This design comes from an exercise in tuning for small area and few clock cycles on the open sky130 flow, not from production work. Function was checked by simulation only, so behaviour that the tests miss may differ from the original.

==> design/flow/design.v <==
module weight_update_engine #(
  parameter int unsigned DATA_W = 16,
  parameter int unsigned FRAC_W = 8,
  parameter int unsigned LANES  = 4,
  parameter int unsigned DEPTH  = 64
) (
  input  logic                    i_clk,
  input  logic                    i_rst,
  input  logic                    i_start,
  input  logic                    i_mode,
  input  logic [DATA_W-1:0]       i_lr,
  input  logic                    i_in_valid,
  output logic                    o_in_ready,
  input  logic [LANES*DATA_W-1:0] i_w_old,
  input  logic [LANES*DATA_W-1:0] i_delta,
  output logic                    o_out_valid,
  input  logic                    i_out_ready,
  output logic [LANES*DATA_W-1:0] o_w_new,
  output logic                    o_busy,
  output logic                    o_done
);
  localparam int unsigned BEATS = DEPTH / LANES;
  localparam int unsigned CNT_W = $clog2(BEATS);
  logic                    r_busy;
  logic [CNT_W-1:0]        r_cnt;       
  logic [DATA_W-1:0]       r_lr;
  logic                    r_valid;
  logic [LANES*DATA_W-1:0] r_w_new;
  logic [LANES*DATA_W-1:0] w_w_new;
  logic w_in_fire;
  logic w_out_fire;
  logic w_cnt_last;
  logic w_last;
  assign w_cnt_last  = (r_cnt == CNT_W'(BEATS - 1));
  assign o_busy      = r_busy;
  assign o_in_ready  = r_busy && (!r_valid || (i_out_ready && !w_cnt_last));
  assign w_in_fire   = i_in_valid && o_in_ready;
  assign w_out_fire  = r_valid && i_out_ready;
  assign w_last      = w_out_fire && w_cnt_last;
  assign o_out_valid = r_valid;
  assign o_w_new     = r_w_new;
  assign o_done      = w_last;
  always_ff @(posedge i_clk) begin
    if (i_rst) begin
      r_busy <= 1'b0;
    end else if (!r_busy) begin
      r_busy <= i_start;
    end else if (w_last) begin
      r_busy <= 1'b0;
    end
  end
  always_ff @(posedge i_clk) begin
    if (i_rst) begin
      r_valid <= 1'b0;
    end else if (!r_valid || i_out_ready) begin
      r_valid <= w_in_fire;
    end
  end
  always_ff @(posedge i_clk) begin
    if (w_in_fire) r_w_new <= w_w_new;
  end
  always_ff @(posedge i_clk) begin
    if (!r_busy) begin
      r_cnt <= '0;
      r_lr  <= i_mode ? i_lr : {{(DATA_W-FRAC_W){1'b1}}, {FRAC_W{1'b0}}};
    end else if (w_out_fire) begin
      r_cnt <= r_cnt + CNT_W'(1);
    end
  end
  logic [17:0] w_dm;
  logic [6:0]  w_a, w_b, w_c;
  logic [3:0]  w_d7;
  logic        w_neg7, w_one7, w_two7;
  assign w_dm = 18'd10922 - {{2{r_lr[DATA_W-1]}}, r_lr};
  always_comb begin
    for (int k = 0; k < 7; k++) begin
      w_a[k] = !w_dm[2*k+1] && w_dm[2*k];
      w_b[k] = !w_dm[2*k+1] && !w_dm[2*k];
      w_c[k] = w_dm[2*k+1] && w_dm[2*k];
    end
  end
  assign w_d7   = w_dm[17:14];
  assign w_neg7 = w_d7[3];
  assign w_one7 = w_d7[0];
  assign w_two7 = (w_d7 == 4'd2) || (w_d7 == 4'he);
  logic [7:0] w_m;
  always_comb begin
    for (int k = 0; k < 8; k++) begin
      w_m[k] = |(r_lr[7:0] << k);
    end
  end
  logic [15:0] w_lm;
  logic [5:0]  w_mb;
  assign w_lm = r_lr ^ {16{r_lr[DATA_W-1]}};
  always_comb begin
    for (int k = 9; k < 15; k++) begin
      w_mb[k-9] = |(w_lm >> (24 - k));
    end
  end
  for (genvar g = 0; g < LANES; g++) begin : g_lane
    wue_lane u_lane (
      .d   (i_delta[g*DATA_W +: DATA_W]),
      .w   (i_w_old[g*DATA_W +: DATA_W]),
      .sa  (w_a),
      .sb  (w_b),
      .sc  (w_c),
      .neg7(w_neg7),
      .one7(w_one7),
      .two7(w_two7),
      .m   (w_m),
      .mb  (w_mb),
      .lsgn(!r_lr[DATA_W-1]),
      .r   (w_w_new[g*DATA_W +: DATA_W])
    );
  end
endmodule
module wue_lane (
  input  logic [15:0] d,
  input  logic [15:0] w,
  input  logic [6:0]  sa,
  input  logic [6:0]  sb,
  input  logic [6:0]  sc,
  input  logic        neg7,
  input  logic        one7,
  input  logic        two7,
  input  logic [5:0]  mb,
  input  logic        lsgn,
  input  logic [7:0]  m,
  output logic [15:0] r
);
  logic [16:0] pp0;
  logic [16:0] pp1;
  logic [16:0] pp2;
  logic [16:0] pp3;
  logic [16:0] pp4;
  logic [16:0] pp5;
  logic [16:0] pp6;
  logic [16:0] pp7;
  logic [16:0] dx;
  assign dx = {d[15], d};
  logic [7:0] neg;
  assign neg = {neg7, ~sc};
  logic [16:0] dn;
  assign dn = ~dx;
  assign pp0 = ~(({17{sa[0]}} & dx) | ({17{sb[0]}} & {dx[15:0], 1'b0}) | ({17{sc[0]}} & dn));
  assign pp1 = ~(({17{sa[1]}} & dx) | ({17{sb[1]}} & {dx[15:0], 1'b0}) | ({17{sc[1]}} & dn));
  assign pp2 = ~(({17{sa[2]}} & dx) | ({17{sb[2]}} & {dx[15:0], 1'b0}) | ({17{sc[2]}} & dn));
  assign pp3 = ~(({17{sa[3]}} & dx) | ({17{sb[3]}} & {dx[15:0], 1'b0}) | ({17{sc[3]}} & dn));
  assign pp4 = ~(({17{sa[4]}} & dx) | ({17{sb[4]}} & {dx[15:0], 1'b0}) | ({17{sc[4]}} & dn));
  assign pp5 = ~(({17{sa[5]}} & dx) | ({17{sb[5]}} & {dx[15:0], 1'b0}) | ({17{sc[5]}} & dn));
  assign pp6 = ~(({17{sa[6]}} & dx) | ({17{sb[6]}} & {dx[15:0], 1'b0}) | ({17{sc[6]}} & dn));
  assign pp7 = (({17{one7}} & dx) | ({17{two7}} & {dx[15:0], 1'b0})) ^ {17{neg7}};
  logic nz;
  assign nz = |(d[7:0] & m);
  logic big;
  assign big = |((d[14:9] ^ {6{d[15]}}) & mb);
  logic s1;
  logic c2;
  logic s3;
  logic c4;
  logic s5;
  logic c6;
  logic s7;
  logic c8;
  logic s9;
  logic c10;
  logic s11;
  logic c12;
  logic s13;
  logic c14;
  logic s15;
  logic c16;
  logic s17;
  logic c18;
  logic s19;
  logic c20;
  logic s21;
  logic c22;
  logic s23;
  logic c24;
  logic s25;
  logic c26;
  logic s27;
  logic c28;
  logic s29;
  logic c30;
  logic s31;
  logic c32;
  logic s33;
  logic c34;
  logic s35;
  logic c36;
  logic s37;
  logic c38;
  logic s39;
  logic c40;
  logic s41;
  logic c42;
  logic s43;
  logic c44;
  logic s45;
  logic c46;
  logic s47;
  logic c48;
  logic s49;
  logic c50;
  logic s51;
  logic c52;
  logic s53;
  logic c54;
  logic s55;
  logic c56;
  logic s57;
  logic c58;
  logic s59;
  logic c60;
  logic s61;
  logic c62;
  logic s63;
  logic c64;
  logic s65;
  logic c66;
  logic s67;
  logic c68;
  logic s69;
  logic c70;
  logic s71;
  logic c72;
  logic s73;
  logic c74;
  logic s75;
  logic c76;
  logic s77;
  logic c78;
  logic s79;
  logic c80;
  logic s81;
  logic c82;
  logic s83;
  logic c84;
  logic s85;
  logic c86;
  logic s87;
  logic c88;
  logic s89;
  logic c90;
  logic s91;
  logic c92;
  logic s93;
  logic c94;
  logic s95;
  logic c96;
  logic s97;
  logic c98;
  logic s99;
  logic c100;
  logic s101;
  logic c102;
  logic s103;
  logic c104;
  logic s105;
  logic c106;
  logic s107;
  logic c108;
  logic s109;
  logic c110;
  logic s111;
  logic c112;
  logic s113;
  logic c114;
  logic s115;
  logic c116;
  logic s117;
  logic c118;
  logic s119;
  logic c120;
  logic s121;
  logic c122;
  logic s123;
  logic c124;
  logic s125;
  logic c126;
  logic s127;
  logic c128;
  logic s129;
  logic c130;
  logic s131;
  logic c132;
  logic s133;
  logic c134;
  logic s135;
  logic c136;
  logic s137;
  logic c138;
  logic s139;
  logic c140;
  logic s141;
  logic c142;
  logic s143;
  logic c144;
  logic s145;
  logic c146;
  logic s147;
  logic c148;
  logic s149;
  logic c150;
  logic s151;
  logic c152;
  logic s153;
  logic c154;
  logic s155;
  logic c156;
  logic s157;
  logic c158;
  logic s159;
  logic c160;
  logic s161;
  logic c162;
  logic s163;
  logic c164;
  logic s165;
  logic c166;
  logic s167;
  logic c168;
  logic s169;
  logic c170;
  logic s171;
  logic c172;
  logic s173;
  logic c174;
  logic s175;
  logic c176;
  logic s177;
  logic c178;
  logic s179;
  logic c180;
  logic s181;
  logic c182;
  logic s183;
  logic c184;
  logic s185;
  logic c186;
  logic s187;
  logic c188;
  logic s189;
  logic c190;
  logic s191;
  logic c192;
  logic s193;
  logic c194;
  logic s195;
  logic c196;
  logic s197;
  logic c198;
  logic s199;
  logic c200;
  logic s201;
  logic c202;
  logic s203;
  logic c204;
  logic s205;
  logic c206;
  logic s207;
  logic c208;
  logic s209;
  logic c210;
  logic s211;
  logic c212;
  logic s213;
  logic c214;
  logic s215;
  logic c216;
  logic s217;
  logic c218;
  logic s219;
  logic c220;
  logic s221;
  logic c222;
  logic s223;
  logic c224;
  logic s225;
  logic c226;
  logic s227;
  logic c228;
  logic s229;
  logic c230;
  logic s231;
  logic c232;
  logic s233;
  logic c234;
  logic s235;
  logic c236;
  logic s237;
  logic c238;
  logic s239;
  logic c240;
  logic s241;
  logic c242;
  logic s243;
  logic c244;
  logic s245;
  logic c246;
  logic s247;
  logic c248;
  logic s249;
  logic c250;
  logic s251;
  logic c252;
  logic s253;
  logic c254;
  logic s255;
  logic c256;
  logic s257;
  logic c258;
  wue_fa u_fa0 (.a(neg[1]), .b(pp0[2]), .ci(pp1[0]), .s(s1), .co(c2));
  wue_fa u_fa1 (.a(pp0[3]), .b(pp1[1]), .ci(c2), .s(s3), .co(c4));
  wue_fa u_fa2 (.a(neg[2]), .b(pp0[4]), .ci(pp1[2]), .s(s5), .co(c6));
  wue_fa u_fa3 (.a(pp2[0]), .b(s5), .ci(c4), .s(s7), .co(c8));
  wue_fa u_fa4 (.a(pp0[5]), .b(pp1[3]), .ci(pp2[1]), .s(s9), .co(c10));
  wue_fa u_fa5 (.a(c6), .b(s9), .ci(c8), .s(s11), .co(c12));
  wue_fa u_fa6 (.a(neg[3]), .b(pp0[6]), .ci(pp1[4]), .s(s13), .co(c14));
  wue_fa u_fa7 (.a(pp2[2]), .b(pp3[0]), .ci(c10), .s(s15), .co(c16));
  wue_fa u_fa8 (.a(s13), .b(s15), .ci(c12), .s(s17), .co(c18));
  wue_fa u_fa9 (.a(pp0[7]), .b(pp1[5]), .ci(pp2[3]), .s(s19), .co(c20));
  wue_fa u_fa10 (.a(pp3[1]), .b(c14), .ci(s19), .s(s21), .co(c22));
  wue_fa u_fa11 (.a(c16), .b(s21), .ci(c18), .s(s23), .co(c24));
  wue_fa u_fa12 (.a(neg[4]), .b(w[0]), .ci(nz), .s(s25), .co(c26));
  wue_fa u_fa13 (.a(pp0[8]), .b(pp1[6]), .ci(pp2[4]), .s(s27), .co(c28));
  wue_fa u_fa14 (.a(pp3[2]), .b(pp4[0]), .ci(s25), .s(s29), .co(c30));
  wue_fa u_fa15 (.a(c20), .b(s27), .ci(s29), .s(s31), .co(c32));
  wue_fa u_fa16 (.a(c22), .b(s31), .ci(c24), .s(s33), .co(c34));
  wue_fa u_fa17 (.a(w[1]), .b(pp0[9]), .ci(pp1[7]), .s(s35), .co(c36));
  wue_fa u_fa18 (.a(pp2[5]), .b(pp3[3]), .ci(pp4[1]), .s(s37), .co(c38));
  wue_fa u_fa19 (.a(c26), .b(c28), .ci(s35), .s(s39), .co(c40));
  wue_fa u_fa20 (.a(s37), .b(c30), .ci(c32), .s(s41), .co(c42));
  wue_fa u_fa21 (.a(neg[5]), .b(w[2]), .ci(pp0[10]), .s(s45), .co(c46));
  wue_fa u_fa22 (.a(pp1[8]), .b(pp2[6]), .ci(pp3[4]), .s(s47), .co(c48));
  wue_fa u_fa23 (.a(pp4[2]), .b(pp5[0]), .ci(c36), .s(s49), .co(c50));
  wue_fa u_fa24 (.a(c38), .b(s45), .ci(s47), .s(s51), .co(c52));
  wue_fa u_fa25 (.a(s49), .b(c40), .ci(s51), .s(s53), .co(c54));
  wue_fa u_fa26 (.a(c42), .b(s53), .ci(c44), .s(s55), .co(c56));
  wue_fa u_fa27 (.a(w[3]), .b(pp0[11]), .ci(pp1[9]), .s(s57), .co(c58));
  wue_fa u_fa28 (.a(pp2[7]), .b(pp3[5]), .ci(pp4[3]), .s(s59), .co(c60));
  wue_fa u_fa29 (.a(pp5[1]), .b(c46), .ci(c48), .s(s61), .co(c62));
  wue_fa u_fa30 (.a(s57), .b(s59), .ci(c50), .s(s63), .co(c64));
  wue_fa u_fa31 (.a(s61), .b(c52), .ci(s63), .s(s65), .co(c66));
  wue_fa u_fa32 (.a(c54), .b(s65), .ci(c56), .s(s67), .co(c68));
  wue_fa u_fa33 (.a(neg[6]), .b(w[4]), .ci(pp0[12]), .s(s69), .co(c70));
  wue_fa u_fa34 (.a(pp1[10]), .b(pp2[8]), .ci(pp3[6]), .s(s71), .co(c72));
  wue_fa u_fa35 (.a(pp4[4]), .b(pp5[2]), .ci(pp6[0]), .s(s73), .co(c74));
  wue_fa u_fa36 (.a(c58), .b(c60), .ci(s69), .s(s75), .co(c76));
  wue_fa u_fa37 (.a(s71), .b(s73), .ci(c62), .s(s77), .co(c78));
  wue_fa u_fa38 (.a(s75), .b(c64), .ci(s77), .s(s79), .co(c80));
  wue_fa u_fa39 (.a(c66), .b(s79), .ci(c68), .s(s81), .co(c82));
  wue_fa u_fa40 (.a(w[5]), .b(pp0[13]), .ci(pp1[11]), .s(s83), .co(c84));
  wue_fa u_fa41 (.a(pp2[9]), .b(pp3[7]), .ci(pp4[5]), .s(s85), .co(c86));
  wue_fa u_fa42 (.a(pp5[3]), .b(pp6[1]), .ci(c70), .s(s87), .co(c88));
  wue_fa u_fa43 (.a(c72), .b(c74), .ci(s83), .s(s89), .co(c90));
  wue_fa u_fa44 (.a(s85), .b(s87), .ci(c76), .s(s91), .co(c92));
  wue_fa u_fa45 (.a(s89), .b(c78), .ci(s91), .s(s93), .co(c94));
  wue_fa u_fa46 (.a(neg[7]), .b(w[6]), .ci(pp0[14]), .s(s97), .co(c98));
  wue_fa u_fa47 (.a(pp1[12]), .b(pp2[10]), .ci(pp3[8]), .s(s99), .co(c100));
  wue_fa u_fa48 (.a(pp4[6]), .b(pp5[4]), .ci(pp6[2]), .s(s101), .co(c102));
  wue_fa u_fa49 (.a(pp7[0]), .b(c84), .ci(c86), .s(s103), .co(c104));
  wue_fa u_fa50 (.a(s97), .b(s99), .ci(s101), .s(s105), .co(c106));
  wue_fa u_fa51 (.a(c88), .b(s103), .ci(c90), .s(s107), .co(c108));
  wue_fa u_fa52 (.a(s105), .b(c92), .ci(s107), .s(s109), .co(c110));
  wue_fa u_fa53 (.a(c94), .b(s109), .ci(c96), .s(s111), .co(c112));
  wue_fa u_fa54 (.a(w[7]), .b(pp0[15]), .ci(pp1[13]), .s(s113), .co(c114));
  wue_fa u_fa55 (.a(pp2[11]), .b(pp3[9]), .ci(pp4[7]), .s(s115), .co(c116));
  wue_fa u_fa56 (.a(pp5[5]), .b(pp6[3]), .ci(pp7[1]), .s(s117), .co(c118));
  wue_fa u_fa57 (.a(c98), .b(c100), .ci(c102), .s(s119), .co(c120));
  wue_fa u_fa58 (.a(s113), .b(s115), .ci(s117), .s(s121), .co(c122));
  wue_fa u_fa59 (.a(c104), .b(s119), .ci(c106), .s(s123), .co(c124));
  wue_fa u_fa60 (.a(s121), .b(c108), .ci(s123), .s(s125), .co(c126));
  wue_fa u_fa61 (.a(c110), .b(s125), .ci(c112), .s(s127), .co(c128));
  wue_fa u_fa62 (.a(w[8]), .b(pp1[14]), .ci(pp2[12]), .s(s129), .co(c130));
  wue_fa u_fa63 (.a(pp3[10]), .b(pp4[8]), .ci(pp5[6]), .s(s131), .co(c132));
  wue_fa u_fa64 (.a(pp6[4]), .b(pp7[2]), .ci(pp0[16]), .s(s133), .co(c134));
  wue_fa u_fa65 (.a(c114), .b(c116), .ci(c118), .s(s135), .co(c136));
  wue_fa u_fa66 (.a(s129), .b(s131), .ci(s133), .s(s137), .co(c138));
  wue_fa u_fa67 (.a(c120), .b(s135), .ci(c122), .s(s139), .co(c140));
  wue_fa u_fa68 (.a(s137), .b(c124), .ci(s139), .s(s141), .co(c142));
  wue_fa u_fa69 (.a(w[9]), .b(pp1[15]), .ci(pp2[13]), .s(s145), .co(c146));
  wue_fa u_fa70 (.a(pp3[11]), .b(pp4[9]), .ci(pp5[7]), .s(s147), .co(c148));
  wue_fa u_fa71 (.a(pp6[5]), .b(pp7[3]), .ci(pp0[16]), .s(s149), .co(c150));
  wue_fa u_fa72 (.a(c130), .b(c132), .ci(c134), .s(s151), .co(c152));
  wue_fa u_fa73 (.a(s145), .b(s147), .ci(s149), .s(s153), .co(c154));
  wue_fa u_fa74 (.a(c136), .b(s151), .ci(c138), .s(s155), .co(c156));
  wue_fa u_fa75 (.a(s153), .b(c140), .ci(s155), .s(s157), .co(c158));
  wue_fa u_fa76 (.a(c142), .b(s157), .ci(c144), .s(s159), .co(c160));
  wue_fa u_fa77 (.a(w[10]), .b(~pp1[16]), .ci(pp2[14]), .s(s161), .co(c162));
  wue_fa u_fa78 (.a(pp3[12]), .b(pp4[10]), .ci(pp5[8]), .s(s163), .co(c164));
  wue_fa u_fa79 (.a(pp6[6]), .b(pp7[4]), .ci(~pp0[16]), .s(s165), .co(c166));
  wue_fa u_fa80 (.a(c146), .b(c148), .ci(c150), .s(s167), .co(c168));
  wue_fa u_fa81 (.a(s161), .b(s163), .ci(s165), .s(s169), .co(c170));
  wue_fa u_fa82 (.a(c152), .b(s167), .ci(c154), .s(s171), .co(c172));
  wue_fa u_fa83 (.a(s169), .b(c156), .ci(s171), .s(s173), .co(c174));
  wue_fa u_fa84 (.a(c158), .b(s173), .ci(c160), .s(s175), .co(c176));
  wue_fa u_fa85 (.a(w[11]), .b(pp3[13]), .ci(pp4[11]), .s(s177), .co(c178));
  wue_fa u_fa86 (.a(pp5[9]), .b(pp6[7]), .ci(pp7[5]), .s(s179), .co(c180));
  wue_fa u_fa87 (.a(~pp2[15]), .b(c162), .ci(c164), .s(s181), .co(c182));
  wue_fa u_fa88 (.a(c166), .b(s177), .ci(s179), .s(s183), .co(c184));
  wue_fa u_fa89 (.a(c168), .b(s181), .ci(c170), .s(s185), .co(c186));
  wue_fa u_fa90 (.a(s183), .b(c172), .ci(s185), .s(s187), .co(c188));
  wue_fa u_fa91 (.a(w[12]), .b(~pp2[16]), .ci(pp3[14]), .s(s191), .co(c192));
  wue_fa u_fa92 (.a(pp4[12]), .b(pp5[10]), .ci(pp6[8]), .s(s193), .co(c194));
  wue_fa u_fa93 (.a(pp7[6]), .b(pp2[15]), .ci(c178), .s(s195), .co(c196));
  wue_fa u_fa94 (.a(c180), .b(s191), .ci(s193), .s(s197), .co(c198));
  wue_fa u_fa95 (.a(c182), .b(s195), .ci(c184), .s(s199), .co(c200));
  wue_fa u_fa96 (.a(s197), .b(c186), .ci(s199), .s(s201), .co(c202));
  wue_fa u_fa97 (.a(c188), .b(s201), .ci(c190), .s(s203), .co(c204));
  wue_fa u_fa98 (.a(w[13]), .b(pp4[13]), .ci(pp5[11]), .s(s205), .co(c206));
  wue_fa u_fa99 (.a(pp6[9]), .b(pp7[7]), .ci(~pp3[15]), .s(s207), .co(c208));
  wue_fa u_fa100 (.a(c192), .b(c194), .ci(s205), .s(s209), .co(c210));
  wue_fa u_fa101 (.a(s207), .b(c196), .ci(c198), .s(s211), .co(c212));
  wue_fa u_fa102 (.a(s209), .b(c200), .ci(s211), .s(s213), .co(c214));
  wue_fa u_fa103 (.a(c202), .b(s213), .ci(c204), .s(s215), .co(c216));
  wue_fa u_fa104 (.a(w[14]), .b(~pp3[16]), .ci(pp4[14]), .s(s217), .co(c218));
  wue_fa u_fa105 (.a(pp5[12]), .b(pp6[10]), .ci(pp7[8]), .s(s219), .co(c220));
  wue_fa u_fa106 (.a(pp3[15]), .b(c206), .ci(c208), .s(s221), .co(c222));
  wue_fa u_fa107 (.a(s217), .b(s219), .ci(s221), .s(s223), .co(c224));
  wue_fa u_fa108 (.a(c210), .b(c212), .ci(s223), .s(s225), .co(c226));
  wue_fa u_fa109 (.a(~w[15]), .b(pp4[15]), .ci(pp5[13]), .s(s229), .co(c230));
  wue_fa u_fa110 (.a(pp6[11]), .b(pp7[9]), .ci(c218), .s(s231), .co(c232));
  wue_fa u_fa111 (.a(c220), .b(s229), .ci(c222), .s(s233), .co(c234));
  wue_fa u_fa112 (.a(s231), .b(c224), .ci(s233), .s(s235), .co(c236));
  wue_fa u_fa113 (.a(c226), .b(s235), .ci(c228), .s(s237), .co(c238));
  wue_fa u_fa114 (.a(~pp4[16]), .b(pp5[14]), .ci(pp6[12]), .s(s239), .co(c240));
  wue_fa u_fa115 (.a(pp7[10]), .b(c230), .ci(s239), .s(s241), .co(c242));
  wue_fa u_fa116 (.a(c232), .b(s241), .ci(c234), .s(s243), .co(c244));
  wue_fa u_fa117 (.a(c236), .b(s243), .ci(c238), .s(s245), .co(c246));
  wue_fa u_fa118 (.a(pp6[13]), .b(pp7[11]), .ci(~pp5[15]), .s(s247), .co(c248));
  wue_fa u_fa119 (.a(c240), .b(s247), .ci(c242), .s(s249), .co(c250));
  wue_fa u_fa120 (.a(~pp5[16]), .b(pp6[14]), .ci(pp7[12]), .s(s253), .co(c254));
  wue_fa u_fa121 (.a(pp5[15]), .b(c248), .ci(s253), .s(s255), .co(c256));
  wue_fa u_fa122 (.a(s255), .b(c250), .ci(c252), .s(s257), .co(c258));
  wue_ha u_ha0 (.a(s39), .b(s41), .s(s43), .co(c44));
  wue_ha u_ha1 (.a(c80), .b(s93), .s(s95), .co(c96));
  wue_ha u_ha2 (.a(c126), .b(s141), .s(s143), .co(c144));
  wue_ha u_ha3 (.a(c174), .b(s187), .s(s189), .co(c190));
  wue_ha u_ha4 (.a(c214), .b(s225), .s(s227), .co(c228));
  wue_ha u_ha5 (.a(s249), .b(c244), .s(s251), .co(c252));
  logic [26:0] ra, rb;
  assign ra = {s257, c246, s245, s237, c216, s215, s203, c176, s175, s159, c128, s127, s111, c82, s81, s67, s55, c34, s33, s23, s17, s11, s7, s3, s1, pp0[1], pp0[0]};
  assign rb = {1'b0, s251, 1'b0, 1'b0, s227, 1'b0, 1'b0, s189, 1'b0, 1'b0, s143, 1'b0, 1'b0, s95, 1'b0, 1'b0, 1'b0, s43, 1'b0, 1'b0, 1'b0, 1'b0, 1'b0, 1'b0, 1'b0, 1'b0, neg[0]};
  logic [26:0] g, p;
  wue_ha u_pg0 (.a(ra[0]), .b(rb[0]), .s(p[0]), .co(g[0]));
  assign g[1] = 1'b0;
  assign p[1] = ra[1];
  assign g[2] = 1'b0;
  assign p[2] = ra[2];
  assign g[3] = 1'b0;
  assign p[3] = ra[3];
  assign g[4] = 1'b0;
  assign p[4] = ra[4];
  assign g[5] = 1'b0;
  assign p[5] = ra[5];
  assign g[6] = 1'b0;
  assign p[6] = ra[6];
  assign g[7] = 1'b0;
  assign p[7] = ra[7];
  assign g[8] = 1'b0;
  assign p[8] = ra[8];
  wue_ha u_pg9 (.a(ra[9]), .b(rb[9]), .s(p[9]), .co(g[9]));
  assign g[10] = 1'b0;
  assign p[10] = ra[10];
  assign g[11] = 1'b0;
  assign p[11] = ra[11];
  assign g[12] = 1'b0;
  assign p[12] = ra[12];
  wue_ha u_pg13 (.a(ra[13]), .b(rb[13]), .s(p[13]), .co(g[13]));
  assign g[14] = 1'b0;
  assign p[14] = ra[14];
  assign g[15] = 1'b0;
  assign p[15] = ra[15];
  wue_ha u_pg16 (.a(ra[16]), .b(rb[16]), .s(p[16]), .co(g[16]));
  assign g[17] = 1'b0;
  assign p[17] = ra[17];
  assign g[18] = 1'b0;
  assign p[18] = ra[18];
  wue_ha u_pg19 (.a(ra[19]), .b(rb[19]), .s(p[19]), .co(g[19]));
  assign g[20] = 1'b0;
  assign p[20] = ra[20];
  assign g[21] = 1'b0;
  assign p[21] = ra[21];
  wue_ha u_pg22 (.a(ra[22]), .b(rb[22]), .s(p[22]), .co(g[22]));
  assign g[23] = 1'b0;
  assign p[23] = ra[23];
  assign g[24] = 1'b0;
  assign p[24] = ra[24];
  wue_ha u_pg25 (.a(ra[25]), .b(rb[25]), .s(p[25]), .co(g[25]));
  assign g[26] = 1'b0;
  assign p[26] = ra[26];
  logic gx0_1, px0_1;
  assign gx0_1 = g[1] | (p[1] & g[0]);
  assign px0_1 = p[1] & p[0];
  logic gx0_3, px0_3;
  assign gx0_3 = g[3] | (p[3] & g[2]);
  assign px0_3 = p[3] & p[2];
  logic gx0_5, px0_5;
  assign gx0_5 = g[5] | (p[5] & g[4]);
  assign px0_5 = p[5] & p[4];
  logic gx0_7, px0_7;
  assign gx0_7 = g[7] | (p[7] & g[6]);
  assign px0_7 = p[7] & p[6];
  logic gx0_9, px0_9;
  assign gx0_9 = g[9] | (p[9] & g[8]);
  assign px0_9 = p[9] & p[8];
  logic gx0_11, px0_11;
  assign gx0_11 = g[11] | (p[11] & g[10]);
  assign px0_11 = p[11] & p[10];
  logic gx0_13, px0_13;
  assign gx0_13 = g[13] | (p[13] & g[12]);
  assign px0_13 = p[13] & p[12];
  logic gx0_15, px0_15;
  assign gx0_15 = g[15] | (p[15] & g[14]);
  assign px0_15 = p[15] & p[14];
  logic gx0_17, px0_17;
  assign gx0_17 = g[17] | (p[17] & g[16]);
  assign px0_17 = p[17] & p[16];
  logic gx0_19, px0_19;
  assign gx0_19 = g[19] | (p[19] & g[18]);
  assign px0_19 = p[19] & p[18];
  logic gx0_21, px0_21;
  assign gx0_21 = g[21] | (p[21] & g[20]);
  assign px0_21 = p[21] & p[20];
  logic gx1_2, px1_2;
  assign gx1_2 = g[2] | (p[2] & gx0_1);
  assign px1_2 = p[2] & px0_1;
  logic gx1_3, px1_3;
  assign gx1_3 = gx0_3 | (px0_3 & gx0_1);
  assign px1_3 = px0_3 & px0_1;
  logic gx1_6, px1_6;
  assign gx1_6 = g[6] | (p[6] & gx0_5);
  assign px1_6 = p[6] & px0_5;
  logic gx1_7, px1_7;
  assign gx1_7 = gx0_7 | (px0_7 & gx0_5);
  assign px1_7 = px0_7 & px0_5;
  logic gx1_10, px1_10;
  assign gx1_10 = g[10] | (p[10] & gx0_9);
  assign px1_10 = p[10] & px0_9;
  logic gx1_11, px1_11;
  assign gx1_11 = gx0_11 | (px0_11 & gx0_9);
  assign px1_11 = px0_11 & px0_9;
  logic gx1_14, px1_14;
  assign gx1_14 = g[14] | (p[14] & gx0_13);
  assign px1_14 = p[14] & px0_13;
  logic gx1_15, px1_15;
  assign gx1_15 = gx0_15 | (px0_15 & gx0_13);
  assign px1_15 = px0_15 & px0_13;
  logic gx1_18, px1_18;
  assign gx1_18 = g[18] | (p[18] & gx0_17);
  assign px1_18 = p[18] & px0_17;
  logic gx1_19, px1_19;
  assign gx1_19 = gx0_19 | (px0_19 & gx0_17);
  assign px1_19 = px0_19 & px0_17;
  logic gx1_22, px1_22;
  assign gx1_22 = g[22] | (p[22] & gx0_21);
  assign px1_22 = p[22] & px0_21;
  logic gx2_4, px2_4;
  assign gx2_4 = g[4] | (p[4] & gx1_3);
  assign px2_4 = p[4] & px1_3;
  logic gx2_5, px2_5;
  assign gx2_5 = gx0_5 | (px0_5 & gx1_3);
  assign px2_5 = px0_5 & px1_3;
  logic gx2_6, px2_6;
  assign gx2_6 = gx1_6 | (px1_6 & gx1_3);
  assign px2_6 = px1_6 & px1_3;
  logic gx2_7, px2_7;
  assign gx2_7 = gx1_7 | (px1_7 & gx1_3);
  assign px2_7 = px1_7 & px1_3;
  logic gx2_12, px2_12;
  assign gx2_12 = g[12] | (p[12] & gx1_11);
  assign px2_12 = p[12] & px1_11;
  logic gx2_13, px2_13;
  assign gx2_13 = gx0_13 | (px0_13 & gx1_11);
  assign px2_13 = px0_13 & px1_11;
  logic gx2_14, px2_14;
  assign gx2_14 = gx1_14 | (px1_14 & gx1_11);
  assign px2_14 = px1_14 & px1_11;
  logic gx2_15, px2_15;
  assign gx2_15 = gx1_15 | (px1_15 & gx1_11);
  assign px2_15 = px1_15 & px1_11;
  logic gx2_20, px2_20;
  assign gx2_20 = g[20] | (p[20] & gx1_19);
  assign px2_20 = p[20] & px1_19;
  logic gx2_21, px2_21;
  assign gx2_21 = gx0_21 | (px0_21 & gx1_19);
  assign px2_21 = px0_21 & px1_19;
  logic gx2_22, px2_22;
  assign gx2_22 = gx1_22 | (px1_22 & gx1_19);
  assign px2_22 = px1_22 & px1_19;
  logic gx3_8, px3_8;
  assign gx3_8 = g[8] | (p[8] & gx2_7);
  assign px3_8 = p[8] & px2_7;
  logic gx3_9, px3_9;
  assign gx3_9 = gx0_9 | (px0_9 & gx2_7);
  assign px3_9 = px0_9 & px2_7;
  logic gx3_10, px3_10;
  assign gx3_10 = gx1_10 | (px1_10 & gx2_7);
  assign px3_10 = px1_10 & px2_7;
  logic gx3_11, px3_11;
  assign gx3_11 = gx1_11 | (px1_11 & gx2_7);
  assign px3_11 = px1_11 & px2_7;
  logic gx3_12, px3_12;
  assign gx3_12 = gx2_12 | (px2_12 & gx2_7);
  assign px3_12 = px2_12 & px2_7;
  logic gx3_13, px3_13;
  assign gx3_13 = gx2_13 | (px2_13 & gx2_7);
  assign px3_13 = px2_13 & px2_7;
  logic gx3_14, px3_14;
  assign gx3_14 = gx2_14 | (px2_14 & gx2_7);
  assign px3_14 = px2_14 & px2_7;
  logic gx3_15, px3_15;
  assign gx3_15 = gx2_15 | (px2_15 & gx2_7);
  assign px3_15 = px2_15 & px2_7;
  logic gx4_16, px4_16;
  assign gx4_16 = g[16] | (p[16] & gx3_15);
  assign px4_16 = p[16] & px3_15;
  logic gx4_17, px4_17;
  assign gx4_17 = gx0_17 | (px0_17 & gx3_15);
  assign px4_17 = px0_17 & px3_15;
  logic gx4_18, px4_18;
  assign gx4_18 = gx1_18 | (px1_18 & gx3_15);
  assign px4_18 = px1_18 & px3_15;
  logic gx4_19, px4_19;
  assign gx4_19 = gx1_19 | (px1_19 & gx3_15);
  assign px4_19 = px1_19 & px3_15;
  logic gx4_20, px4_20;
  assign gx4_20 = gx2_20 | (px2_20 & gx3_15);
  assign px4_20 = px2_20 & px3_15;
  logic gx4_21, px4_21;
  assign gx4_21 = gx2_21 | (px2_21 & gx3_15);
  assign px4_21 = px2_21 & px3_15;
  logic gx4_22, px4_22;
  assign gx4_22 = gx2_22 | (px2_22 & gx3_15);
  assign px4_22 = px2_22 & px3_15;
  logic [23:8] c;
  assign c[8] = gx2_7;
  assign c[9] = gx3_8;
  assign c[10] = gx3_9;
  assign c[11] = gx3_10;
  assign c[12] = gx3_11;
  assign c[13] = gx3_12;
  assign c[14] = gx3_13;
  assign c[15] = gx3_14;
  assign c[16] = gx3_15;
  assign c[17] = gx4_16;
  assign c[18] = gx4_17;
  assign c[19] = gx4_18;
  assign c[20] = gx4_19;
  assign c[21] = gx4_20;
  assign c[22] = gx4_21;
  assign c[23] = gx4_22;
  logic [3:0] t0, t1;    
  logic [3:0] tc0, tc1;
  localparam logic [3:0] KT = 4'h0;
  logic gy0_1, py0_1;
  assign gy0_1 = g[24] | (p[24] & g[23]);
  assign py0_1 = p[24] & p[23];
  logic gy1_2, py1_2;
  assign gy1_2 = g[25] | (p[25] & gy0_1);
  assign py1_2 = p[25] & py0_1;
  assign tc0[0] = 1'b0;
  assign tc1[0] = 1'b1;
  assign tc0[1] = g[23];
  assign tc1[1] = g[23] | p[23];
  assign tc0[2] = gy0_1;
  assign tc1[2] = gy0_1 | py0_1;
  assign tc0[3] = gy1_2;
  assign tc1[3] = gy1_2 | py1_2;
  assign t0 = p[26:23] ^ tc0 ^ KT;
  assign t1 = p[26:23] ^ tc1 ^ KT;
  logic ovf0, ovf1, ovf, sgn;
  assign ovf0 = (t0 != 4'h0) && (t0 != 4'hf);
  assign ovf1 = (t1 != 4'h0) && (t1 != 4'hf);
  assign ovf  = c[23] ? ovf1 : ovf0;
  assign sgn  = c[23] ? t1[3] : t0[3];
  always_comb begin
    if (big)
      r = (lsgn ^ d[15]) ? 16'h8000 : 16'h7fff;
    else if (ovf)
      r = sgn ? 16'h8000 : 16'h7fff;
    else
      r = p[23:8] ^ c[23:8];
  end
endmodule
module wue_ha (
  input  logic a,
  input  logic b,
  output logic s,
  output logic co
);
  assign s  = a ^ b;
  assign co = a & b;
endmodule
module wue_fa (
  input  logic a,
  input  logic b,
  input  logic ci,
  output logic s,
  output logic co
);
  assign s  = a ^ b ^ ci;
  assign co = (a & b) | (a & ci) | (b & ci);
endmodule
==> design/flow/flow/run.sh <==
#!/bin/bash
# Standard layout, with the port buffers made from plain buffers instead of delay cells.
set -euo pipefail
bash standard.sh "BUFFER_PORTS_ARGS=-buffer_cell sky130_fd_sc_hd__buf_2" finish > standard.log 2>&1
==> design/flow/standard.sh <==
#!/bin/bash
# synth_recipe.tcl (not shown) runs the flow's synth.tcl, then flattens the netlist and writes it again
# the make line also repeats each setting of config.mk as NAME=value (left out here)
make -C /OpenROAD-flow-scripts/flow DESIGN_CONFIG=/design/flow/config.mk WORK_HOME=/design/flow/orfs CLKGATE_MAP_FILE= SYNTH_SCRIPT=/design/flow/synth_recipe.tcl "${@:-finish}"
==> design/flow/config.mk <==
export PLATFORM = sky130hd
export DESIGN_NAME = weight_update_engine
export DESIGN_NICKNAME = weight_update_engine
export VERILOG_FILES = /design/flow/design.v
export SDC_FILE = /design/flow/constraint.sdc
export NUM_CORES = 4
export LEC_CHECK = 0
export CAP_MARGIN = 20
export CORE_MARGIN = 2
export CORE_UTILIZATION = 40
export SLEW_MARGIN = 20
export SYNTH_HIERARCHICAL = 1
==> design/flow/constraint.sdc <==
create_clock -name core_clock -period 8.5 [get_ports {i_clk}]
set_input_delay 1.7000 -clock core_clock [delete_from_list [all_inputs] [get_ports {i_clk}]]
set_output_delay 1.7000 -clock core_clock [all_outputs]
set_load 0.01 [all_outputs]
==> impl_metrics.csv, run 1 <==
group,metric,value,unit
global_routing,grt_first_pass_wirelength,133000,um
worst_setup_path,path_depth,25,
sta,hold_viol,0,
flow_run,drv_cap,0,
final_layout,fin_nets,3331,
synthesis,synth_edf_count,80,
final_layout,postLayoutCoreUtil,0.4476,
worst_hold_path,hp-class,"reg2reg",
sta,setup_viol,0,
clocking,htreeDepth,3,
floorplan,die_h,253.3,um
floorplan,pin_count,218,
clocking,numCtsBuffers,9,
clocking,cts_tree,"built",
route,ant_nets,0,
final_layout,num-fill-cells,5858,
floorplan,core,61600,sq um
worst_setup_path,cp_data_arrival_time,8.49,ns
synthesis,synth_cell_types,64,
route,viasPerCell,6.355,
sta,period_share,0.9812,
worst_hold_path,hold_depth,2,
floorplan,rows,91,
clocking,clk_pin_slew,0.09,ns
worst_setup_path,cpPeakStageDelay,0.57,ns
worst_setup_path,slowest_stage,"fa_1",
clocking,cts_hold_repair.buffers,0,
global_routing,gr-total-overflow,0,
global_routing,grt_start_max_net_pins,65,
route,drtIter0Drc,2873,
synthesis,synth-main-ff-cell,"edfxtp_1",
floorplan,start_util,0.4035,
sta,drv_slew,0,
route,wire_per_inst,24.95,um
final_layout,drive_gt1_frac,0.1811,
clocking,insertion_delay,0.42,ns
floorplan,dieArea,64150,sq um
sta,worstMarginPinSlew,1.202,ns
synthesis,ys_seq_elements,86,
worst_setup_path,endpoint_kind,"flop",
place,dpl-instance-area,27110,sq um
clocking,cts_root_buffer,"clkbuf_16",
route,vias,22040,
final_layout,area_growth,10.92,%
global_routing,grt_pass1_vias,22130,
clocking,cts_buffer_depth,2,
route,wirelength,86540,um
sta,min_period,8.340,ns
worst_setup_path,crit_top_cell,"fa_1",
worst_setup_path,path_buf_inv,3,
sta,skew,0.02099,ns
route,drc_errors,0,
place,finalWeightedCongestion,0.9443,
worst_setup_path,crit_family,"adder cells",
floorplan,dieWidth,253.3,um
synthesis,avgSynthCellArea,9.786,sq um
synthesis,async_reset_ff_frac,0,
synthesis,ys_warn_count,8,
global_routing,antenna_found_initial,11,
worst_setup_path,start_kind,"flop",
route,dr.pass1.iters,7,
synthesis,synth_area,24860,sq um
synthesis,yosysSeqAreaShare,0.1015,
global_routing,grt_use_total,0.2722,
run_status,outcome,"no timing/DRC/antenna violations",
clocking,cts_sinks,86,
final_layout,fin_area,27570,sq um
worst_setup_path,r2r_cells,25,
place,portBuffers,217,
worst_setup_path,cp.required,8.65,ns
worst_setup_path,worstSetupPathType,"reg2reg",
synthesis,synthCells,2540,
place,dp_hpwl,65030,um
worst_setup_path,critPathMaxFanout,9,
sta,slew_headroom,0.1933,
sta,clock.fmax,119.9,MHz
path summary, 6_finish.rpt:
path	endpoint	start	slack [ns]
worst max-delay path	r_w_new[39]$_DFFE_PP_	r_lr[0]$_SDFFCE_PN0N_	0.16
worst min-delay path	r_cnt[1]$_SDFFE_PN0P_	r_cnt[1]$_SDFFE_PN0P_	0.49
worst max register to register	r_w_new[39]$_DFFE_PP_	r_lr[0]$_SDFFCE_PN0N_	0.16
worst min register to register	r_cnt[1]$_SDFFE_PN0P_	r_cnt[1]$_SDFFE_PN0P_	0.49
synthesized netlist by cell type, types with 35 or more instances:
library cell | count | area share
nor2_1 | 461 | 0.070
fa_1 | 492 | 0.40
xor2_1 | 41 | 0.014
inv_1 | 71 | 0.011
edfxtp_1 | 80 | 0.097
nand2_1 | 62 | 0.0094
a22oi_1 | 68 | 0.021
o21ai_0 | 71 | 0.014
nand3_1 | 35 | 0.0070
xnor2_1 | 89 | 0.031
clkbuf_1 | 227 | 0.034
o21ai_2 | 44 | 0.016
buf_1 | 40 | 0.0060
a221oi_1 | 400 | 0.14
ha_1 | 66 | 0.033
state kept, by name, indices dropped and copies added (netlist names):
name,cells
r_valid,1
r_lr,16
r_busy,1
r_w_new,64
r_cnt,4
through the flow:
step / setup slack, ns / std cells / hold slack, ns / setup TNS [ns]
5_1_grt: -0.01315 / 3466 / 0.5155 / -0.05515
6_report: 0.1598 / 3468 / 0.4889 / 0
4_1_cts: 0.003307 / 3458 / 0.4879 / 0
3_5_place_dp: -0.06553 / 3441 / 0.4767 / -0.2533
3_3_place_gp: 0.02612 / 3441 / 0.4656 / 0
2_1_floorplan: 0.5466 / 2547 / 0.4536 / 0
tightest hold or removal path, cell delays in order, from the launching register on:
cell and delay, ns:
dfxtp_1 0.33, nand2_1 0.06, a21oi_1 0.06
Yosys stat by module (local to each module, per instance):
module	cell area [sq um]	flip-flops and latches
weight_update_engine	3307	86
wue_ha	12.51	0
wue_fa	20.02	0
wue_lane	2763	0
area by class of cell:
cell class	count	area, sq um	share of cell area
flip-flops and latches	86	2522	0.09148
clock inverters	7	47.55	0.001724
inverters	91	345.3	0.01252
well taps	837	1047	0.03798
repair buffers	345	2247	0.08150
multi-input cells	2090	21130	0.7663
diodes	3	7.507	0.0002723
clock buffers	9	225.2	0.008168
cell usage in the layout (no fill, tap or decap), types with 10 or more instances in the layout:
cell type,synthesis,layout
xnor2_1,89,88
clkinv_1,20,21
mux2i_1,28,28
buf_2,0,217
buf_12,0,16
o21ai_2,44,44
ha_1,66,66
nand3_1,35,32
inv_1,71,70
a221o_1,12,12
nand2b_1,22,22
nand2_1,62,61
nor2_1,461,455
o21ai_0,71,67
a21oi_1,22,22
and2_1,17,16
buf_4,0,112
fa_1,492,492
a22oi_1,68,68
xor2_1,41,41
nand4_1,12,12
nor2b_1,13,10
a221oi_1,400,400
edfxtp_1,80,80
routing by layer:
layer	part of all wire	global-route usage	vias up
met2	0.47	0.4397	1350
li1	-	-	9426
met1	0.39	0.3591	11030
met5	0.0013	0	-
met3	0.10	0.06301	219
met4	0.037	0.09366	18
what timing repair did:
item                       in CTS  in global routing
buffers inserted                1                  7
pin swaps                       1                  3
resized for setup               2                  7
setup endpoints to repair      16                 58
gates cloned                    0                  0
cells by family after synthesis:
group | synth area share
xor gates and xnor gates | 0.04580
adders and majority gates | 0.4295
buffers and inverters | 0.05869
and+or+nand+nor | 0.1107
muxes | 0.01732
DFF | 0.1015
other | 0.0001509
AOI/OAI and AO/OA | 0.2364
Testbench counts, summed over its fixed seeds: cycles 5,760.
==> inputs of run 2 (changes only) <==
--- a/design/flow/design.v
+++ b/design/flow/design.v
@@ -426,7 +426,7 @@
   wue_fa u_fa11 (.a(c16), .b(s21), .ci(c18), .s(s23), .co(c24));
-  wue_fa u_fa12 (.a(neg[4]), .b(w[0]), .ci(nz), .s(s25), .co(c26));
-  wue_fa u_fa13 (.a(pp0[8]), .b(pp1[6]), .ci(pp2[4]), .s(s27), .co(c28));
-  wue_fa u_fa14 (.a(pp3[2]), .b(pp4[0]), .ci(s25), .s(s29), .co(c30));
-  wue_fa u_fa15 (.a(c20), .b(s27), .ci(s29), .s(s31), .co(c32));
-  wue_fa u_fa16 (.a(c22), .b(s31), .ci(c24), .s(s33), .co(c34));
+  wue_fa u_fa12 (.a(neg[4]), .b(w[0]), .ci(pp0[8]), .s(s25), .co(c26));
+  wue_fa u_fa13 (.a(pp1[6]), .b(pp2[4]), .ci(pp3[2]), .s(s27), .co(c28));
+  wue_fa u_fa14 (.a(pp4[0]), .b(c20), .ci(s25), .s(s29), .co(c30));
+  wue_fa u_fa15 (.a(s27), .b(c22), .ci(s29), .s(s31), .co(c32));
+  wue_fa u_fa16 (.a(nz), .b(s31), .ci(c24), .s(s33), .co(c34));
   wue_fa u_fa17 (.a(w[1]), .b(pp0[9]), .ci(pp1[7]), .s(s35), .co(c36));
@@ -434,3 +434,3 @@
   wue_fa u_fa19 (.a(c26), .b(c28), .ci(s35), .s(s39), .co(c40));
-  wue_fa u_fa20 (.a(s37), .b(c30), .ci(c32), .s(s41), .co(c42));
+  wue_fa u_fa20 (.a(s37), .b(c30), .ci(s39), .s(s41), .co(c42));
   wue_fa u_fa21 (.a(neg[5]), .b(w[2]), .ci(pp0[10]), .s(s45), .co(c46));
@@ -537,3 +537,3 @@
   wue_fa u_fa122 (.a(s255), .b(c250), .ci(c252), .s(s257), .co(c258));
-  wue_ha u_ha0 (.a(s39), .b(s41), .s(s43), .co(c44));
+  wue_ha u_ha0 (.a(c32), .b(s41), .s(s43), .co(c44));
   wue_ha u_ha1 (.a(c80), .b(s93), .s(s95), .co(c96));
==> run 2 against run 1 <==
Still clean on timing, DRC and antenna. Sequential share of layout area increased by 0.12 points. Flip-flop and latch count stayed put. Utilization fell by 0.59 points. Hold slack worse by 0.0056 ns. Clock skew down 0.0017 ns. Critical path depth is the same. Worst setup slack improved by 0.29 ns. Critical endpoint is now r_w_new[59]$_DFFE_PP_. Largest cell class unchanged.
==> impl_metrics.csv, run 2 <==
group,metric,value,unit
clocking,cts_root_buffer,"clkbuf_16",
global_routing,gr-total-overflow,0,
place,post-place-ws,0.2217,ns
final_layout,regArea,2522,sq um
sta,drv_slew,0,
global_routing,grt_first_pass_wirelength,133100,um
synthesis,yosysSeqAreaShare,0.1015,
sta,clock.fmax,124.2,MHz
final_layout,final_common_cell,"fa_1",
synthesis,ys_seq_elements,86,
final_layout,largest_reg_flops,64,
global_routing,grt_use_total,0.2690,
synthesis,ys_warn_count,8,
worst_setup_path,r2r_cells,25,
clocking,cts_sinks,86,
final_layout,top_regs,"r_w_new (64), r_lr (16), r_cnt (4)",
worst_setup_path,reg2reg_to,"r_w_new[59]$_DFFE_PP_",
floorplan,rows,91,
sta,setup_viol,0,
flow_run,drv_cap,0,
synthesis,synthCells,2540,
clocking,cts_buffer_depth,2,
clocking,insertion_delay,0.41,ns
sta,holdWs,0.4833,ns
route,drtIter0Drc,2789,
sta,min_period,8.054,ns
sta,tns,0,ns
place,portBuffers,217,
synthesis,synth_top_cell_area_share,0.3962,
worst_setup_path,start_kind,"flop",
worst_setup_path,critPathMaxFanout,15,
place,finalWeightedCongestion,0.8829,
sta,hold_viol,0,
clocking,htreeDepth,3,
route,viasPerCell,6.384,
route,ant_nets,0,
global_routing,grt_pass1_vias,22840,
sta,skew,0.01926,ns
worst_hold_path,hp-class,"reg2reg",
sta,rsz0062_at_grt,"no",
floorplan,pin_count,218,
final_layout,multi_input_area,21090,sq um
sta,worst_slack,0.4463,ns
synthesis,avgSynthCellArea,9.786,sq um
clocking,cts_tree,"built",
synthesis,ys_top_cells_by_count,"fa_1, nor2_1, a221oi_1",
clocking,clk_pin_slew,0.08,ns
floorplan,dieWidth,253.3,um
synthesis,yosys.cell_count.top_type,"fa_1",
worst_setup_path,rr_startpoint,"r_lr[5]$_SDFFCE_PN0N_",
global_routing,antenna_found_initial,4,
floorplan,dieArea,64150,sq um
final_layout,fin_nets,3294,
clocking,numCtsBuffers,9,
floorplan,start_util,0.4035,
synthesis,synth_edf_count,80,
sta,period_share,0.9475,
synthesis,netlist_top_cells_area,"fa_1, a221oi_1, edfxtp_1",
final_layout,mostFrequentLayoutCells,"fa_1, nor2_1, a221oi_1",
synthesis,yosysTopAreaCell,"fa_1",
worst_setup_path,critPathLaunch,"r_lr[5]$_SDFFCE_PN0N_",
route,wire_per_inst,24.93,um
global_routing,grt_start_max_net_pins,69,
route,dr.pass1.iters,9,
sta,slew_headroom,0.2603,
sta,worstMarginPinSlew,1.100,ns
final_layout,num-fill-cells,5836,
route,drc_errors,0,
worst_setup_path,crit_end,"r_w_new[59]$_DFFE_PP_",
worst_setup_path,worstSetupPathType,"reg2reg",
synthesis,synth-main-ff-cell,"edfxtp_1",
run_status,outcome,"no timing/DRC/antenna violations",
final_layout,drive_gt1_frac,0.1683,
synthesis,synth_cell_types,64,
worst_setup_path,cp_data_arrival_time,8.20,ns
final_layout,top_register,"r_w_new",
synthesis,async_reset_ff_frac,0,
route,vias,21900,
worst_setup_path,cp.required,8.65,ns
final_layout,area_growth,9.458,%
worst_setup_path,endpoint_kind,"flop",
worst_setup_path,rrSetupSlack,0.45,ns
floorplan,die_h,253.3,um
floorplan,core,61600,sq um
place,dp_hpwl,61490,um
route,wirelength,85500,um
synthesis,synth_area,24860,sq um
-- run 2: per-layer routing --
| layer | track usage | part of all wire | wire [um] |
|---|---|---|---|
| met5 | 0 | 0.00027 | 23 |
| met4 | 0.1055 | 0.035 | 2994 |
| met3 | 0.06641 | 0.10 | 8825 |
| met2 | 0.4350 | 0.48 | 40620 |
| met1 | 0.3468 | 0.39 | 33040 |
-- run 2: kinds of logic after synthesis --
kind of cell,after synthesis,synth area share
xor+xnor,130,0.04580
fa+ha+maj,558,0.4295
flops,86,0.1015
simple gates,653,0.1107
compound gates,701,0.2364
mux,40,0.01732
buf+inv,371,0.05869
other cells,1,0.0001509
-- run 2: cell type report --
cell class,instances,share of cell area
timing repair buffer,308,0.07054
antenna,2,0.0001839
sequential,86,0.09271
inverter,91,0.01269
tap,837,0.03849
clock inverter,5,0.001518
multi-input combinational,2090,0.7749
clock buffer,11,0.008921
-- run 2: worst max-delay path, cell delays in order, from the launching register on --
cell and delay [ns]:
edfxtp_1 0.57, nand3_1 0.15, o22ai_2 0.37, xnor2_1 0.18, nor2_1 0.42, buf_4 0.24
clkinv_1 0.33, buf_4 0.33, nor2_1 0.13, a221oi_1 0.08, fa_1 0.45, fa_1 0.50
fa_1 0.54, fa_1 0.42, ha_1 0.21, fa_1 0.38, fa_1 0.38, ha_1 0.23
nor2_1 0.13, nand2_1 0.10, a311oi_2 0.48, o21bai_1 0.21, a311o_2 0.43, a41oi_4 0.13
buf_4 0.26, o21ai_0 0.14
-- run 2: per-module statistics from Yosys, one instance, submodules excluded --
module	copies in the design	cell area, sq um	flip-flops and latches
weight_update_engine	1	3307	86
wue_fa	492	20.02	0
wue_ha	52	12.51	0
wue_lane	4	2763	0
-- run 2: through the flow --
step | utilization | std cells | area, sq um
detailed placement | 0.4352 | 3404 | 26800
CTS | 0.4398 | 3420 | 27090
global placement | 0.4352 | 3404 | 26800
finish | 0.4417 | 3430 | 27210
global route | 0.4417 | 3430 | 27210
floorplan | - | 2547 | 24880
-- run 2: repair_timing --
action / CTS / global route
buffers inserted: 0 / 8
hold buffers: 0 / 0
endpoints found under the setup margin: 0 / 60
gates resized for setup: 0 / 6
endpoints found under the hold margin: 0 / 0
-- run 2: how the worst min path moves through the flow --
stage                          start                    end  slack [ns]  cells past startpoint
3_5_place_dp   r_cnt[1]$_SDFFE_PN0P_  r_cnt[1]$_SDFFE_PN0P_        0.48                      2
4_1_cts        r_cnt[1]$_SDFFE_PN0P_  r_cnt[1]$_SDFFE_PN0P_        0.49                      2
3_3_place_gp   r_cnt[1]$_SDFFE_PN0P_  r_cnt[1]$_SDFFE_PN0P_        0.47                      2
6_report       r_cnt[1]$_SDFFE_PN0P_  r_cnt[1]$_SDFFE_PN0P_        0.48                      2
5_1_grt        r_cnt[1]$_SDFFE_PN0P_  r_cnt[1]$_SDFFE_PN0P_        0.52                      2
2_1_floorplan  r_cnt[1]$_SDFFE_PN0P_  r_cnt[1]$_SDFFE_PN0P_        0.45                      2
Testbench counts of run 2, summed over its fixed seeds: cycles 5,760.
==> inputs of run 3 (changes only) <==
--- a/design/flow/config.mk
+++ b/design/flow/config.mk
@@ -9,3 +9,3 @@
 export CORE_MARGIN = 2
-export CORE_UTILIZATION = 40
+export CORE_UTILIZATION = 55
 export SLEW_MARGIN = 20
==> run 3 against run 2 <==
Still clean on timing, DRC and antenna. Synthesized area did not move. Flip-flop and latch count did not move. Global-route usage grew 8.3 points.
==> impl_metrics.csv, run 3 <==
group,metric,value,unit
clocking,cts_tree,"built",
sta,skew,0.01770,ns
floorplan,pin_count,218,
global_routing,grt_pass1_vias,22240,
final_layout,multi_input_area,21060,sq um
synthesis,synth-main-ff-cell,"edfxtp_1",
worst_setup_path,cpPeakStageDelay,0.62,ns
synthesis,synth_top_family_by_area,"adder cells",
sta,drv_slew,0,
global_routing,grt_use_total,0.3520,
final_layout,area_growth,8.336,%
final_layout,top_regs,"r_w_new (64), r_lr (16), r_cnt (4)",
run_status,outcome,"no timing/DRC/antenna violations",
sta,period_share,0.9587,
worst_setup_path,slowest_stage,"nor2b_4",
worst_setup_path,cp.required,8.61,ns
sta,rsz0062_at_grt,"no",
route,wirelength,81260,um
worst_hold_path,hp-class,"reg2reg",
clocking,clk_pin_slew,0.08,ns
final_layout,postLayoutCoreUtil,0.6063,
clocking,cts_hold_repair.buffers,0,
final_layout,drive_gt1_frac,0.1665,
final_layout,mostFrequentLayoutCells,"fa_1, nor2_1, a221oi_1",
synthesis,avgSynthCellArea,9.786,sq um
synthesis,yosysTopAreaCell,"fa_1",
synthesis,synth_edf_count,80,
sta,min_period,8.149,ns
floorplan,die_h,216.6,um
worst_setup_path,worstSetupPathType,"reg2reg",
global_routing,gr-total-overflow,0,
worst_setup_path,endpoint_kind,"flop",
final_layout,n_antenna_cell,0,
floorplan,core,44410,sq um
route,dr.pass1.iters,8,
synthesis,synth_compound_area_frac,0.2364,
final_layout,final_common_cell,"fa_1",
route,ant_nets,0,
route,drtIter0Drc,2915,
worst_setup_path,critPathMaxFanout,28,
synthesis,synthAdderAreaFrac,0.4295,
sta,slew_headroom,0.2989,
route,wire_per_inst,25.54,um
global_routing,antenna_found_initial,1,
synthesis,async_reset_ff_frac,0,
place,dp_hpwl,57390,um
worst_setup_path,path_buf_inv,1,
sta,setup_viol,0,
clocking,htreeDepth,3,
worst_setup_path,cp_cell_sequence,"nand3_1, o22ai_2, o31ai_1, a21oi_1, nor2b_4, buf_12, a221oi_1, fa_1, fa_1, fa_1, fa_1, ha_1, fa_1, fa_1, ha_1, ha_1, nor2_1, xnor2_1, mux2_2, a21boi_0, a21bo_2, a41oi_4, o21ai_0",
synthesis,muxShareOfSynthArea,0.01732,
final_layout,top_register,"r_w_new",
sta,tns,0,ns
synthesis,synth_area,24860,sq um
clocking,cts_buffer_depth,2,
synthesis,yosys.cell_count.top_type,"fa_1",
floorplan,rows,77,
floorplan,dieWidth,216.6,um
global_routing,grt_first_pass_wirelength,127200,um
synthesis,synthCells,2540,
global_routing,grt_start_max_net_pins,65,
sta,worstMarginPinSlew,1.043,ns
synthesis,synth_cell_types,64,
route,viasPerCell,6.883,
worst_setup_path,start_kind,"flop",
synthesis,yosys.area_share.simple,0.1107,
final_layout,fin_nets,3292,
synthesis,ys_seq_elements,86,
worst_setup_path,cp_data_arrival_time,8.26,ns
synthesis,netlist_top_cells_area,"fa_1, a221oi_1, edfxtp_1",
worst_setup_path,crit_family,"adder cells",
synthesis,ys_warn_count,8,
synthesis,synth_top_cell_area_share,0.3962,
flow_run,drv_cap,0,
clocking,cts_sinks,86,
worst_setup_path,crit_top_cell,"fa_1",
synthesis,yosysSeqAreaShare,0.1015,
synthesis,synthXorXnorAreaFrac,0.04580,
final_layout,largest_reg_flops,64,
route,drc_errors,0,
sta,hold_viol,0,
clocking,insertion_delay,0.41,ns
route,vias,21890,
clocking,cts_root_buffer,"clkbuf_16",
final_layout,regArea,2522,sq um
place,portBuffers,217,
synthesis,ys_top_cells_by_count,"fa_1, nor2_1, a221oi_1",
sta,clock.fmax,122.7,MHz
worst_setup_path,rrSetupSlack,0.35,ns
floorplan,start_util,0.5597,
floorplan,dieArea,46910,sq um
final_layout,num-fill-cells,3801,
place,finalWeightedCongestion,0.8724,
clocking,numCtsBuffers,9,
run 3: metrics by stage:
step           worst slack [ns]  cells  cell area (sq um)  hold WS [ns]
2_1_floorplan            0.5466   2547              24880        0.4536
3_3_place_gp             0.4269   3159              26540        0.4668
4_1_cts                  0.2614   3175              26850        0.4827
6_report                 0.3507   3181              26930        0.4855
5_1_grt                 0.02190   3181              26930        0.5000
3_5_place_dp             0.3057   3159              26540        0.4725
run 3: final timing paths:
path | from | cells past startpoint | endpoint
setup / recovery | r_lr[5]$_SDFFCE_PN0N_ | 23 | r_w_new[46]$_DFFE_PP_
hold / removal | r_cnt[1]$_SDFFE_PN0P_ | 2 | r_cnt[1]$_SDFFE_PN0P_
setup reg to reg | r_lr[5]$_SDFFCE_PN0N_ | 23 | r_w_new[46]$_DFFE_PP_
hold reg to reg | r_cnt[1]$_SDFFE_PN0P_ | 2 | r_cnt[1]$_SDFFE_PN0P_
run 3: kinds of logic (layout without fill, tap and decap cells):
family,Yosys count,count (layout)
buffers and inverters,371,413
DFF,86,86
muxes,40,40
xor gates and xnor gates,130,130
AOI/OAI and AO/OA,701,701
and+or+nand+nor,653,653
other,1,8
adders and majority gates,558,558
run 3: modules after synthesis, one instance, submodules excluded:
| module | flops+latches | cell area [sq um] | cells |
|---|---|---|---|
| weight_update_engine | 86 | 3307 | 224 |
| wue_lane | 0 | 2763 | 443 |
| wue_fa | 0 | 20.02 | 1 |
| wue_ha | 0 | 12.51 | 1 |
run 3: cell type report:
type,instances,area share
Multi-Input combinational cell,2090,0.7822
Sequential cell,86,0.09367
Timing Repair Buffer,306,0.07211
Tap cell,592,0.02751
Inverter,91,0.01282
Clock buffer,10,0.008503
Clock inverter,6,0.003206
run 3: what timing repair did:
action | in CTS | in global routing
endpoints found under the setup margin | 0 | 37
setup buffers | 0 | 6
resized for setup | 0 | 3
run 3: worst min-delay path: stages (launching register included):
cell,delay [ns]
dfxtp_1,0.33
nand2_1,0.06
a21oi_1,0.05
run 3: layer usage:
layer | vias to the layer above | share of wire | track usage
met2 | 1408 | 0.47 | 0.5601
met4 | 2 | 0.041 | 0.1495
met3 | 198 | 0.10 | 0.06933
li1 | 9347 | - | -
met1 | 10940 | 0.39 | 0.4723
met5 | - | 0.000086 | 0
==> inputs of run 4 (changes only) <==
--- a/design/flow/design.v
+++ b/design/flow/design.v
@@ -143,3 +143,3 @@
   logic [16:0] dn;
-  assign dn = ~dx;
+  wue_inv u_inv (.a(dx), .y(dn));
   assign pp0 = ~(({17{sa[0]}} & dx) | ({17{sb[0]}} & {dx[15:0], 1'b0}) | ({17{sc[0]}} & dn));
@@ -788,2 +788,8 @@
 endmodule
+module wue_inv (
+  input  logic [16:0] a,
+  output logic [16:0] y
+);
+  assign y = ~a;
+endmodule
 module wue_ha (
--- a/design/flow/config.mk
+++ b/design/flow/config.mk
@@ -8,4 +8,7 @@
 export CAP_MARGIN = 20
+export CELL_PAD_IN_SITES_DETAIL_PLACEMENT = 1
+export CELL_PAD_IN_SITES_GLOBAL_PLACEMENT = 1
 export CORE_MARGIN = 2
-export CORE_UTILIZATION = 55
+export CORE_UTILIZATION = 40
+export PLACE_DENSITY = 0.5
 export SLEW_MARGIN = 20
==> run 4 against run 3 <==
Global-route usage is 4.8 points lower. Synthesized cell count is 13% lower. Largest cell class unchanged. Via count is 0.77% lower. Non-clock buffer count is 2 higher. First-iteration DRC count is 74% higher. Final cell count is 4.7% lower. Clock skew is 0.0039 ns lower. Worst setup slack better by 0.081 ns. Utilization is 16 points lower.
==> impl_metrics.csv, run 4 <==
group,metric,value,unit
floorplan,rows,89,
sta,setup_viol,0,
clocking,cts_root_buffer,"clkbuf_16",
synthesis,ys_seq_elements,86,
route,dr_wl_met3,9769,um
sta,worstMarginPinSlew,1.076,ns
route,vias,21730,
sta,rsz0062_at_grt,"no",
final_layout,final_common_cell,"fa_1",
route,drc_errors,0,
sta,hold_viol,0,
final_layout,drive_gt1_frac,0.1785,
sta,period_share,0.9492,
route,drtIter0Drc,5069,
synthesis,ys_warn_count,8,
final_layout,regArea,2522,sq um
route,wl_met1,36300,um
floorplan,dieArea,62220,sq um
final_layout,area_growth,10.01,%
worst_setup_path,cp.required,8.62,ns
floorplan,pin_count,218,
global_routing,grt_start_max_net_pins,69,
synthesis,synth-main-ff-cell,"edfxtp_1",
run_status,outcome,"no timing/DRC/antenna violations",
worst_setup_path,worstSetupPathType,"reg2reg",
synthesis,netlist_top_cells_area,"fa_1, a222oi_1, edfxtp_1",
route,viasPerCell,7.163,
clocking,cts_sinks,86,
route,ant_nets,0,
worst_setup_path,rr_startpoint,"r_lr[1]$_SDFFCE_PN0N_",
synthesis,avgSynthCellArea,10.91,sq um
final_layout,fin_cells,3033,
worst_hold_path,hp-class,"reg2reg",
synthesis,synth_area,24100,sq um
clocking,cts_hold_repair.buffers,0,
synthesis,async_reset_ff_frac,0,
worst_setup_path,cp_data_arrival_time,8.19,ns
sta,clock.fmax,123.9,MHz
route,dr.pass1.iters,20,
flow_run,drv_cap,0,
floorplan,die_h,249.4,um
clocking,htreeDepth,3,
synthesis,yosysTopAreaCell,"fa_1",
place,dp.cells,3013,
worst_setup_path,critPathLaunch,"r_lr[1]$_SDFFCE_PN0N_",
sta,drv_slew,0,
floorplan,dieWidth,249.4,um
sta,skew,0.01380,ns
sta,min_period,8.068,ns
run 4: cells by family (layout without fill, tap and decap cells):
group           count (synthesis)  after routing  synth area share
compound gates                725            725            0.2721
fa+ha+maj                     558            558            0.4430
buf+inv                       431            473           0.07114
simple gates                  277            278           0.06148
xor+xnor                      126            126           0.04580
flops                          86             86            0.1047
mux                             4              4          0.001662
other cells                     1             10         0.0001556
run 4: worst min-delay path by stage:
stage / from / endpoint / slack [ns] / depth (start not counted)
2_1_floorplan: r_cnt[1]$_SDFFE_PN0P_ / r_cnt[1]$_SDFFE_PN0P_ / 0.45 / 2
3_3_place_gp: r_cnt[1]$_SDFFE_PN0P_ / r_cnt[1]$_SDFFE_PN0P_ / 0.47 / 2
3_5_place_dp: r_busy$_SDFF_PP0_ / r_busy$_SDFF_PP0_ / 0.48 / 1
4_1_cts: r_busy$_SDFF_PP0_ / r_busy$_SDFF_PP0_ / 0.49 / 1
5_1_grt: r_cnt[1]$_SDFFE_PN0P_ / r_cnt[1]$_SDFFE_PN0P_ / 0.54 / 2
6_report: r_busy$_SDFF_PP0_ / r_busy$_SDFF_PP0_ / 0.48 / 1
run 4: layout make-up:
class                           count  share of cell area
Antenna cell                        2           0.0001888
Clock buffer                       10            0.008638
Sequential cell                    86             0.09516
Tap cell                          773             0.03649
Multi-Input combinational cell   1699              0.7591
Inverter                          151             0.02138
Clock inverter                      4            0.001888
Timing Repair Buffer              308             0.07713
run 4: repair_timing:
item | CTS | global route
buffers inserted | 0 | 3
endpoints found under the setup margin | 0 | 60
gates resized for setup | 0 | 3
hold endpoints to repair | 0 | 0
run 4: modules after synthesis, one instance, submodules excluded:
module	flip-flops and latches	cells inside	copies in the design
weight_update_engine	86	224	1
wue_inv	0	17	4
wue_ha	0	1	52
wue_fa	0	1	492
wue_lane	0	343	4
run 4: metal layers:
metal | up-vias | GRT usage
met4 | 4 | 0.1114
met5 | - | 0
met2 | 1515 | 0.4968
met1 | 11190 | 0.4052
li1 | 8795 | -
met3 | 219 | 0.05486
run 4: critical path: stages, from the launching register on:
cell and delay (ns):
edfxtp_1 0.49, a21oi_1 0.29, nor2b_1 0.14, o21ai_1 0.37, xor2_1 0.42, nor2_4 0.25
buf_12 0.24, a222oi_1 0.48, inv_1 0.13, fa_1 0.40, fa_1 0.45, fa_1 0.51
fa_1 0.42, ha_1 0.20, fa_1 0.37, fa_1 0.38, ha_1 0.35, ha_1 0.25
or3_1 0.34, a211oi_1 0.26, a311oi_1 0.12, o31ai_2 0.14, nand3b_1 0.17, a31oi_4 0.45
o2bb2ai_1 0.15
run 4: metrics by stage:
step / area (sq um) / worst slack, ns / hold slack (ns) / utilization
3_3_place_gp: 26150 / 0.4891 / 0.4664 / 0.4415
4_1_cts: 26440 / 0.2077 / 0.4943 / 0.4462
5_1_grt: 26500 / 0.007833 / 0.5351 / 0.4474
3_5_place_dp: 26160 / 0.2329 / 0.4827 / 0.4415
2_1_floorplan: 24120 / 0.6323 / 0.4536 / -
6_report: 26510 / 0.4315 / 0.4837 / 0.4475
Testbench counts of run 4, summed over its fixed seeds: cycles 5,760.

==> what the ideal ports hide <==
In the flow no input, the clock included, has a driving cell. The finished layouts below were timed again as built, in two steps.
Step 1: set_driving_cell puts a clkbuf_16 on i_clk and a buf_2 on each other input, an assumption about the parent block.
Step 2 moves the port delays by t, midway between the first and last clock arrival at a register: inputs arrive t later, outputs are due t later. That takes back most of the time a late clock gives input paths.
Slacks: no drivers / after step 1 / after step 2; pairs: no drivers / after step 1.
| run | shift t [ns] | setup slack, ns | hold WS [ns] | worst slew at a driven data input, ns |
|---|---|---|---|---|
| run 1 | 0.465 | 0.160 / 0.160 / 0.160 | 0.489 / 0.489 / 0.489 | 0.11 |
| run 2 | 0.460 | 0.446 / 0.446 / 0.446 | 0.483 / 0.483 / 0.483 | 0.07 |
| run 3 | 0.461 | 0.351 / 0.351 / 0.351 | 0.485 / 0.485 / 0.485 | 0.06 |
| run 4 | 0.462 | 0.432 / 0.432 / 0.259 | 0.484 / 0.484 / 0.484 | 0.09 |
After both steps every run listed still meets setup and hold. For run 4, which loses most, drivers alone change the setup slack by 0.000 ns; drivers and shift together by -0.173 ns.
